This is an optimization exercise on Yosys and OpenROAD, whose aim is small area, not a production implementation.
At most, simulation tests tie the RTL to the original design; equivalence was not proved. The clock port is modelled as an ideal driver; clocking choices that lean on that would not hold on a real chip.

==> flow/design.v <==
`timescale 1ns/1ns
module fl_aoi222
(
    input  logic a0, b0, a1, b1, a2, b2,
    output logic y
);
    assign y = !((a0 && b0) || (a1 && b1) || (a2 && b2));
endmodule
module fl_nand2
(
    input  logic a, b,
    output logic y
);
    assign y = !(a && b);
endmodule
module fl_nand4
(
    input  logic a, b, c, d,
    output logic y
);
    assign y = !(a && b && c && d);
endmodule
module fl_nand3
(
    input  logic a, b, c,
    output logic y
);
    assign y = !(a && b && c);
endmodule
module fl_or6
(
    input  logic [5:0] a,
    output logic       y
);
    assign y = |a;
endmodule
module fl_and2
(
    input  logic a, b,
    output logic y
);
    assign y = a && b;
endmodule
module fl_ao22
(
    input  logic a0, b0, a1, b1,
    output logic y
);
    assign y = (a0 && b0) || (a1 && b1);
endmodule
`timescale 1ns/1ns
module frame_loader
(
    input  logic                      clk,
    input  logic                      reset,
    input  logic                      serial_in,
    input  logic                      rd_req_req,
    input  logic [6-1:0]        rd_req_addr,
    output logic                      rd_rsp_ack,
    output logic [32-1:0]        rd_rsp_data
);
    localparam int NW = 63;
    logic [32-1:0] shift_q;
    logic               hunt;        
    logic               primed;      
    logic               sync_q;      
    logic [4:0]         bit_cnt;     
    logic               wv;          
    logic               wv2;         
    logic [5:0]         rot;         
    logic [5:0]         cnt;         
    logic               ready;
    logic               full;        
    logic               pend;        
    logic [4:0]         wr_ph;       
    logic               wr_pt;       
    logic [15:0]        frame_count;
    logic [32-1:0] hold_q;
    logic [32-1:0] ring [0:NW-1];
    logic               ack_q;
    logic [32-1:0] rd_data_q;
    logic [32-1:0] shift_next;
    logic               match;
    logic               frame_end;
    logic               wr_a;
    logic               wr_b;
    assign shift_next = {shift_q[32-2:0], serial_in};
    assign match      = hunt && primed && (shift_next == 32'hF9A42BB1);
    assign frame_end  = wv2 && (cnt == 6'd63);
    assign wr_a = pend && ((cnt == 6'd63) ? (rot == 6'd31) : (bit_cnt == wr_ph && !wr_pt));
    assign wr_b = pend && ((cnt == 6'd63) ? (rot == 6'd0)  : (bit_cnt == wr_ph &&  wr_pt));
    always_ff @(posedge clk or posedge reset)
    begin
        if (reset)
        begin
            hunt        <= 1'b1;
            primed      <= 1'b0;
            sync_q      <= 1'b0;
            bit_cnt     <= '0;
            wv          <= 1'b0;
            wv2         <= 1'b0;
            rot         <= '0;
            cnt         <= '0;
            ready       <= 1'b0;
            full        <= 1'b0;
            pend        <= 1'b0;
            frame_count <= '0;
        end
        else
        begin
            sync_q  <= match;
            wv      <= !hunt && (bit_cnt == 5'd30);
            wv2     <= wv;
            rot     <= (rot == 6'd0) ? 6'd62 : rot - 6'd1;
            bit_cnt <= match ? 5'd31 : bit_cnt + 5'd1;
            pend    <= (pend && !wr_a && !wr_b) || wv;
            if (bit_cnt == 5'd30)
                primed <= 1'b1;
            if (match)
                hunt <= 1'b0;
            else if (frame_end)
                hunt <= 1'b1;
            if (frame_end)
                full <= 1'b1;
            if (wv)
                cnt <= (cnt == 6'd63) ? 6'd1 : cnt + 6'd1;
            if (sync_q)
                ready <= 1'b0;
            else if (wv && cnt == 6'd62)
                ready <= 1'b1;
            if (wv && cnt == 6'd62)
                frame_count <= frame_count + 16'd1;
        end
    end
    logic [32-1:0] hold_d;
    logic [32-1:0] ring30_d;
    logic [32-1:0] ring62_d;
    logic               wv_n;
    logic               wr_a_n;
    logic               wr_b_n;
    assign wv_n   = !wv;
    assign wr_a_n = !wr_a;
    assign wr_b_n = !wr_b;
    for (genvar b = 0; b < 32; b++)
    begin : g_wr
        fl_ao22 i_hold (.a0(wv),   .b0(shift_q[b]), .a1(wv_n),   .b1(hold_q[b]),  .y(hold_d[b]));
        fl_ao22 i_r30  (.a0(wr_a), .b0(hold_q[b]),  .a1(wr_a_n), .b1(ring[31][b]), .y(ring30_d[b]));
        fl_ao22 i_r62  (.a0(wr_b), .b0(hold_q[b]),  .a1(wr_b_n), .b1(ring[0][b]),  .y(ring62_d[b]));
    end
    always_ff @(posedge clk)
    begin
        shift_q <= shift_next;
        hold_q  <= hold_d;
        if (wv && (cnt == 6'd63 || cnt == 6'd0))
        begin
            wr_ph <= rot[4:0];
            wr_pt <= rot[5];
        end
        for (int s = 0; s < NW; s++)
            ring[s] <= ring[(s + 1) % NW];
        ring[30] <= ring30_d;
        ring[62] <= ring62_d;
    end
    logic [5:0]         addr;
    logic [6:0]         sum;
    logic [5:0]         slot;
    logic               rd_start;
    logic               is_status;
    logic               addr_eq;
    logic               addr_lt;
    logic               sel_hold;
    logic               sel_ring;
    logic [NW-1:0]      sel;         
    logic               sel_h;       
    logic               sel_s;       
    logic               sel_k;       
    logic [32-1:0] status;
    logic [32-1:0] rd_next;
    assign addr = rd_req_addr;
    assign sum  = {1'b0, addr[0], addr[5:1]} + {1'b0, rot};
    assign slot = (sum >= 7'd63) ? 6'(sum - 7'd63) : sum[5:0];
    assign rd_start  = rd_req_req && !ack_q;
    assign is_status = (addr == '0);
    assign addr_eq   = (addr == cnt);
    assign addr_lt   = (addr < cnt);
    assign sel_hold  = !is_status && addr_eq && pend && !wv2;
    assign sel_ring  = !is_status && (addr_lt || (addr_eq && (!pend || (wv2 && full))) || (!addr_lt && !addr_eq && full));
    logic [7:0] dec_hi;
    logic [7:0] dec_lo;
    always_comb
    begin
        for (int h = 0; h < 8; h++)
            dec_hi[h] = rd_start && sel_ring && (slot[5:3] == 3'(h));
        for (int l = 0; l < 8; l++)
            dec_lo[l] = (slot[2:0] == 3'(l));
    end
    for (genvar s = 0; s < NW; s++)
    begin : g_dec
        fl_and2 i_and (.a(dec_hi[s / 8]), .b(dec_lo[s % 8]), .y(sel[s]));
    end
    assign sel_h  = rd_start && sel_hold;
    assign sel_s  = rd_start && is_status;
    assign sel_k  = !rd_start;
    assign status = {frame_count, 15'd0, ready};
    for (genvar b = 0; b < 32; b++)
    begin : g_bit
        logic [22:0] n;
        logic [5:0]  p;
        for (genvar g = 0; g < 21; g++)
        begin : g_grp
            fl_aoi222 i_ao
            (
                .a0 (sel[3*g]),   .b0 (ring[3*g][b]),
                .a1 (sel[3*g+1]), .b1 (ring[3*g+1][b]),
                .a2 (sel[3*g+2]), .b2 (ring[3*g+2][b]),
                .y  (n[g])
            );
        end
        if (b == 0 || b >= 16)
        begin : g_st
            fl_aoi222 i_ao
            (
                .a0 (sel_h), .b0 (hold_q[b]),
                .a1 (sel_s), .b1 (status[b]),
                .a2 (sel_k), .b2 (rd_data_q[b]),
                .y  (n[21])
            );
        end
        else
        begin : g_nst
            fl_nand2 i_nh (.a(sel_h), .b(hold_q[b]),    .y(n[21]));
            fl_nand2 i_nk (.a(sel_k), .b(rd_data_q[b]), .y(n[22]));
        end
        fl_nand4 i_n0 (.a(n[0]),  .b(n[1]),  .c(n[2]),  .d(n[3]),  .y(p[0]));
        fl_nand4 i_n1 (.a(n[4]),  .b(n[5]),  .c(n[6]),  .d(n[7]),  .y(p[1]));
        fl_nand4 i_n2 (.a(n[8]),  .b(n[9]),  .c(n[10]), .d(n[11]), .y(p[2]));
        fl_nand4 i_n3 (.a(n[12]), .b(n[13]), .c(n[14]), .d(n[15]), .y(p[3]));
        if (b == 0 || b >= 16)
        begin : g_st5
            fl_nand3 i_n4 (.a(n[16]), .b(n[17]), .c(n[18]), .y(p[4]));
            fl_nand3 i_n5 (.a(n[19]), .b(n[20]), .c(n[21]), .y(p[5]));
        end
        else
        begin : g_nst5
            fl_nand4 i_n4 (.a(n[16]), .b(n[17]), .c(n[18]), .d(n[19]), .y(p[4]));
            fl_nand3 i_n5 (.a(n[20]), .b(n[21]), .c(n[22]), .y(p[5]));
        end
        fl_or6   i_or (.a(p), .y(rd_next[b]));
    end
    always_ff @(posedge clk or posedge reset)
    begin
        if (reset)
            ack_q <= 1'b0;
        else
            ack_q <= rd_req_req;
    end
    always_ff @(posedge clk)
    begin
        rd_data_q <= rd_next;
    end
    assign rd_rsp_ack  = ack_q;
    assign rd_rsp_data = rd_data_q;
endmodule
clock: 10.0 ns
lec_check: 0
cap_margin: 20
core_margin: 2
core_utilization: 72
cts_cluster_diameter: 90
cts_cluster_size: 32
slew_margin: 20
synth_hierarchical: 1
synth_minimum_keep_size: 0
standard.sh (not shown) runs the stock make flow with config.mk's settings and CLKGATE_MAP_FILE= SYNTH_SCRIPT=/design/flow/synth_recipe.tcl, a recipe that flattens the netlist after the stock synthesis.
==> flow/flow/run.sh <==
#!/bin/bash
# The standard layout (standard.sh) with two changes: clock tree synthesis
# adds no dummy loads, and the port buffers are the smallest buffer cell.
# Each tool's output is in orfs/logs/; make's output in standard.log.
set -e
export CTS_ARGS="-sink_clustering_enable -repair_clock_nets -dont_use_dummy_load -sink_clustering_size 32 -sink_clustering_max_diameter 90"
export BUFFER_PORTS_ARGS="-buffer_cell sky130_fd_sc_hd__buf_1"
bash standard.sh > standard.log 2>&1
==> next run, changes <==
--- a/flow/design.v
+++ b/flow/design.v
@@ -45,10 +45,17 @@
 (
     input  logic a0, b0, a1, b1,
     output logic y
 );
     assign y = (a0 && b0) || (a1 && b1);
+endmodule
+module fl_nor2
+(
+    input  logic a, b,
+    output logic y
+);
+    assign y = !(a || b);
 endmodule
 `timescale 1ns/1ns
 module frame_loader
 (
     input  logic                      clk,
@@ -183,22 +190,22 @@
     assign is_status = (addr == '0);
     assign addr_eq   = (addr == cnt);
     assign addr_lt   = (addr < cnt);
     assign sel_hold  = !is_status && addr_eq && pend && !wv2;
     assign sel_ring  = !is_status && (addr_lt || (addr_eq && (!pend || (wv2 && full))) || (!addr_lt && !addr_eq && full));
-    logic [7:0] dec_hi;
-    logic [7:0] dec_lo;
+    logic [7:0] dec_hi_n;
+    logic [7:0] dec_lo_n;
     always_comb
     begin
         for (int h = 0; h < 8; h++)
-            dec_hi[h] = rd_start && sel_ring && (slot[5:3] == 3'(h));
+            dec_hi_n[h] = !(rd_start && sel_ring && (slot[5:3] == 3'(h)));
         for (int l = 0; l < 8; l++)
-            dec_lo[l] = (slot[2:0] == 3'(l));
+            dec_lo_n[l] = !(slot[2:0] == 3'(l));
     end
     for (genvar s = 0; s < NW; s++)
     begin : g_dec
-        fl_and2 i_and (.a(dec_hi[s / 8]), .b(dec_lo[s % 8]), .y(sel[s]));
+        fl_nor2 i_nor (.a(dec_hi_n[s / 8]), .b(dec_lo_n[s % 8]), .y(sel[s]));
     end
     assign sel_h  = rd_start && sel_hold;
     assign sel_s  = rd_start && is_status;
     assign sel_k  = !rd_start;
     assign status = {frame_count, 15'd0, ready};
What happened: Non-clock buffer count is higher by 26; die area stays flat; count of clock-buffer cells in the layout does not change; synthesized area is about the same; worst setup slack degrades by 0.17 ns; critical path depth is lower by 1; clock skew is lower by 0.0048 ns; wire length is higher by 5.2%; global-route usage is higher by 2.3 points; flip-flop and latch count is unchanged; final area is higher by 0.57%; core utilization is higher by 0.44 points.
Function not checked in the second run of this note: the RTL went through the layout flow alone.

==> afterwards: timing with drivers on the ports <==
The flow's constraints put no driver on any port. The routed layouts listed below were extracted and timed again, unchanged, in two steps.
Step 1, drivers: a clkbuf_16 drives clk and a buf_2 each remaining input, both assumed.
Step 2 adds t to the input delays and takes it off the output delays; t is the mean of the earliest and latest rising clock arrival at the registers after step 1. Input paths then give back, and output paths get back, about the clock's delay inside the block.
a / b / c = no drivers / after step 1 / after step 2; a / b = the first two.
run | t, ns | setup WS [ns] | hold WS [ns] | cell pins on the clock port's net
the first run | 0.724 | 3.901 / 3.946 / 3.222 | 0.318 / 0.318 / 0.318 | 1
the second run | 0.726 | 3.729 / 3.777 / 3.050 | 0.330 / 0.330 / 0.330 | 1
After both steps setup and hold are still met in every run listed.
